Context: an optimization exercise on an open-source flow, tuned for small area. The choices shown serve that exercise and are no tape-out recipe. Only simulation tests tie the RTL to the original design; equivalence was not proved. No activity file was given, so power comes from the tool's default toggle rates. No driver is modelled on the clock port, so clocking that relies on it looks cheaper here than on a real chip.

// core_top
module core_top (
    input  wire        clk,
    input  wire        rst,
    output wire        imem_req_valid,
    input  wire        imem_req_ready,
    output wire [63:0] imem_req_addr,
    input  wire        imem_rsp_valid,
    output wire        imem_rsp_ready,
    input  wire [63:0] imem_rsp_rdata,
    output wire        dmem_req_valid,
    input  wire        dmem_req_ready,
    output wire [63:0] dmem_req_addr,
    output wire        dmem_req_we,
    output wire [63:0] dmem_req_wdata,
    input  wire        dmem_rsp_valid,
    output wire        dmem_rsp_ready,
    input  wire [63:0] dmem_rsp_rdata,
    output wire        retire_valid,
    output wire [63:0] retire_pc,
    output wire [4:0]  retire_rd,
    output wire        retire_rd_we,
    output wire [63:0] retire_rd_data
);
Settings: LEC_CHECK=0, CAP_MARGIN=20, CORE_MARGIN=2, CORE_UTILIZATION=55, CTS_CLUSTER_DIAMETER=120, CTS_CLUSTER_SIZE=25, SLEW_MARGIN=20, SYNTH_HIERARCHICAL=1, SYNTH_MINIMUM_KEEP_SIZE=0; clock period 7.0 ns.
standard.sh (not shown) runs the stock make flow with config.mk's settings and CLKGATE_MAP_FILE= SYNTH_SCRIPT=/design/flow/synth_recipe.tcl, a recipe that flattens the netlist after the stock synthesis.
==> flow/flow/run.sh <==
#!/bin/bash
# The standard layout (the standard.sh, ORFS from synthesis to the final
# layout) with one change: the buffers that buffer_ports puts on every input
# and output port are sky130_fd_sc_hd__buf_1 instead of the cell it picks by
# default.  The full make output goes to standard.log in this folder; ORFS's
# own per-step logs are under orfs/logs.
set -euo pipefail
bash standard.sh "BUFFER_PORTS_ARGS=-buffer_cell sky130_fd_sc_hd__buf_1" finish > standard.log 2>&1
The baseline finished but fails on negative setup slack.
Then changed:
==> flow/run.sh (new file) <==
#!/bin/bash
# synth_recipe.tcl (not shown) runs the flow's synth.tcl, then flattens the netlist and writes it again
# the make line also repeats each setting of config.mk as NAME=value (left out here)
make -C /OpenROAD-flow-scripts/flow DESIGN_CONFIG=/design/flow/config.mk WORK_HOME=/design/flow/orfs CLKGATE_MAP_FILE= SYNTH_SCRIPT=/design/flow/synth_recipe.tcl finish
removed: flow/flow/run.sh
removed: flow/standard.sh
Result:
- The new run finished but fails on negative setup slack
- non-clock buffer count increases by 96
- die area stays the same
- sequential share of layout area drops by 2.6 points
- via count rose by 1.7%
- sequential cell count is unchanged
- setup slack got worse by 23 ps
- routed wire length went up by 1.3%
- clock power rose by about 0.9%

* * *

Another version of the RTL of core_top (not shown whole).
Size: about 72000 sq um of cells after synthesis.
export LEC_CHECK = 0
export CAP_MARGIN = 20
export CORE_MARGIN = 2
export CORE_UTILIZATION = 55
export CTS_CLUSTER_DIAMETER = 120
export CTS_CLUSTER_SIZE = 25
export SETUP_SLACK_MARGIN = 0.2
export SLEW_MARGIN = 20
export SYNTH_HIERARCHICAL = 1
export SYNTH_MINIMUM_KEEP_SIZE = 0
create_clock -name core_clock -period 7.0 [get_ports {clk}]
==> flow/flow/run.sh <==
#!/bin/bash
# The standard layout (the standard.sh, ORFS from synthesis to the final
# layout) with these changes:
#  - the buffers that buffer_ports puts on every input and output port are
#    sky130_fd_sc_hd__buf_1 instead of the cell it picks by default;
#  - clock tree synthesis inserts no dummy loads.
# The full make output goes to standard.log in this folder; ORFS's own
# per-step logs are under orfs/logs.
set -euo pipefail
here=$(pwd)
bash standard.sh \
  "SYNTH_SCRIPT=$here/flow/synth.tcl" \
  "BUFFER_PORTS_ARGS=-buffer_cell sky130_fd_sc_hd__buf_1" \
  "CTS_ARGS=-sink_clustering_enable -repair_clock_nets -sink_clustering_size 30 -sink_clustering_max_diameter 100 -dont_use_dummy_load" \
  finish > standard.log 2>&1
==> flow/flow/area.abc <==
strash
dch
map -a
topo
==> flow/flow/speed.abc <==
&get -n
&st
&dch
&nf
&st
&syn2
&if -g -K 6
&synch2
&nf
&st
&syn2
&if -g -K 6
&synch2
&nf
&st
&syn2
&if -g -K 6
&synch2
&nf
&st
&syn2
&if -g -K 6
&synch2
&nf
&st
&syn2
&if -g -K 6
&synch2
&nf
&put
==> flow/flow/synth.tcl <==
proc synth {args} { yosys synth -nofsm -noshare {*}$args }
set ::area_abc [file join [file dirname [info script]] area.abc]
set ::speed_abc [file join [file dirname [info script]] speed.abc]
proc with_script {script arglist} {
  set a {}
  set skip 0
  foreach x $arglist {
    if {$skip} { lappend a $script; set skip 0; continue }
    if {$x eq "-script"} { lappend a $x; set skip 1; continue }
    lappend a $x
  }
  return $a
}
proc abc {args} {
  yosys abc {*}[with_script $::area_abc $args] rf_ring pc_upper
  yosys abc {*}[with_script $::speed_abc $args] core_top reg_file rf_port_a rf_port_b execute_stage fetch_stage writeback_stage
}
source $::env(SCRIPTS_DIR)/synth.tcl
# left out here: clear keep_hierarchy, flatten, clean up, hide names made inside functions, write 1_2_yosys.v
Next try:
--- a/flow/flow/run.sh
+++ b/flow/flow/run.sh
@@ -14 +14 @@
-  "CTS_ARGS=-sink_clustering_enable -repair_clock_nets -sink_clustering_size 30 -sink_clustering_max_diameter 100 -dont_use_dummy_load" \
+  "CTS_ARGS=-sink_clustering_enable -repair_clock_nets -sink_clustering_size 25 -sink_clustering_max_diameter 120 -dont_use_dummy_load" \
--- a/flow/config.mk
+++ b/flow/config.mk
@@ -10 +10 @@
-export CORE_UTILIZATION = 55
+export CORE_UTILIZATION = 62
=> The new run ran to the end with no violations; synthesized area does not change; maximum frequency goes down by 0.33%; clock-buffer cell count goes up by 15; synthesized cell count is unchanged; power is about the same; setup slack loses 0.022 ns; utilization goes up by 7.6 points; routed wire length goes down by about 2.8%; sequential power hardly moves; clock power goes up by about 6%.
Next try:
--- a/flow/flow/run.sh
+++ b/flow/flow/run.sh
@@ -14 +14 @@
-  "CTS_ARGS=-sink_clustering_enable -repair_clock_nets -sink_clustering_size 25 -sink_clustering_max_diameter 120 -dont_use_dummy_load" \
+  "CTS_ARGS=-sink_clustering_enable -repair_clock_nets -sink_clustering_size 30 -sink_clustering_max_diameter 100 -dont_use_dummy_load" \
--- a/flow/config.mk
+++ b/flow/config.mk
@@ -10,3 +10,3 @@
-export CORE_UTILIZATION = 62
-export CTS_CLUSTER_DIAMETER = 120
-export CTS_CLUSTER_SIZE = 25
+export CORE_UTILIZATION = 55
+export CTS_CLUSTER_DIAMETER = 100
+export CTS_CLUSTER_SIZE = 30
Clock-buffer cell count decreases by 15. Global-route usage fell by 2.9 points. First-iteration DRC count goes down by 6.5%. Clock skew climbs by 0.0077 ns. Routed wire length climbs by 2.8%. Maximum frequency rises by 0.33%. Sequential cell count stays the same. Synthesized cell count does not change. Clock power fell by 5.9%. Non-clock buffer count does not change.
Next try:
--- a/flow/flow/run.sh
+++ b/flow/flow/run.sh
@@ -14 +14 @@
-  "CTS_ARGS=-sink_clustering_enable -repair_clock_nets -sink_clustering_size 30 -sink_clustering_max_diameter 100 -dont_use_dummy_load" \
+  "CTS_ARGS=-sink_clustering_enable -repair_clock_nets -sink_clustering_size 25 -sink_clustering_max_diameter 120 -dont_use_dummy_load" \
--- a/flow/config.mk
+++ b/flow/config.mk
@@ -11,2 +11,2 @@
-export CTS_CLUSTER_DIAMETER = 100
-export CTS_CLUSTER_SIZE = 30
+export CTS_CLUSTER_DIAMETER = 120
+export CTS_CLUSTER_SIZE = 25
Global-route usage came out higher by 0.14 points; sequential share of layout area came out lower by 0.31 points; via count came out higher by 0.39%; hold slack loses 0.024 ns.

[afterwards: timing with drivers on the ports]
The flow's constraints put no driver on any port. The routed layouts listed below were extracted and timed again, unchanged, in two steps. Step 1 sets driving cells, clkbuf_16 on the clock port and buf_2 on the other inputs (assumed; they add their load-dependent delay and slew). Step 2 also shifts input and output timing later by t, the mid clock arrival at the registers, as if the neighbouring blocks saw the same clock. Three values: ideal, step 1, step 2; two values: the first two.
run | shift t [ns] | setup WS [ns] | worst slew at a driven data input, ns | pins driven straight from the clock port
the first run of note 1 | 0.828 | -0.044 / -0.122 / 0.705 | 0.13 | 1
the second run of note 1 | 0.835 | -0.067 / -0.143 / 0.624 | 0.17 | 1
the first run of note 2 | 0.790 | 0.220 / 0.141 / 0.475 | 0.18 | 1
the second run of note 2 | 0.768 | 0.198 / 0.122 / 0.420 | 0.18 | 1
the third run of note 2 | 0.790 | 0.220 / 0.141 / 0.475 | 0.18 | 1
the fourth run of note 2 | 0.773 | 0.268 / 0.193 / 0.475 | 0.22 | 1
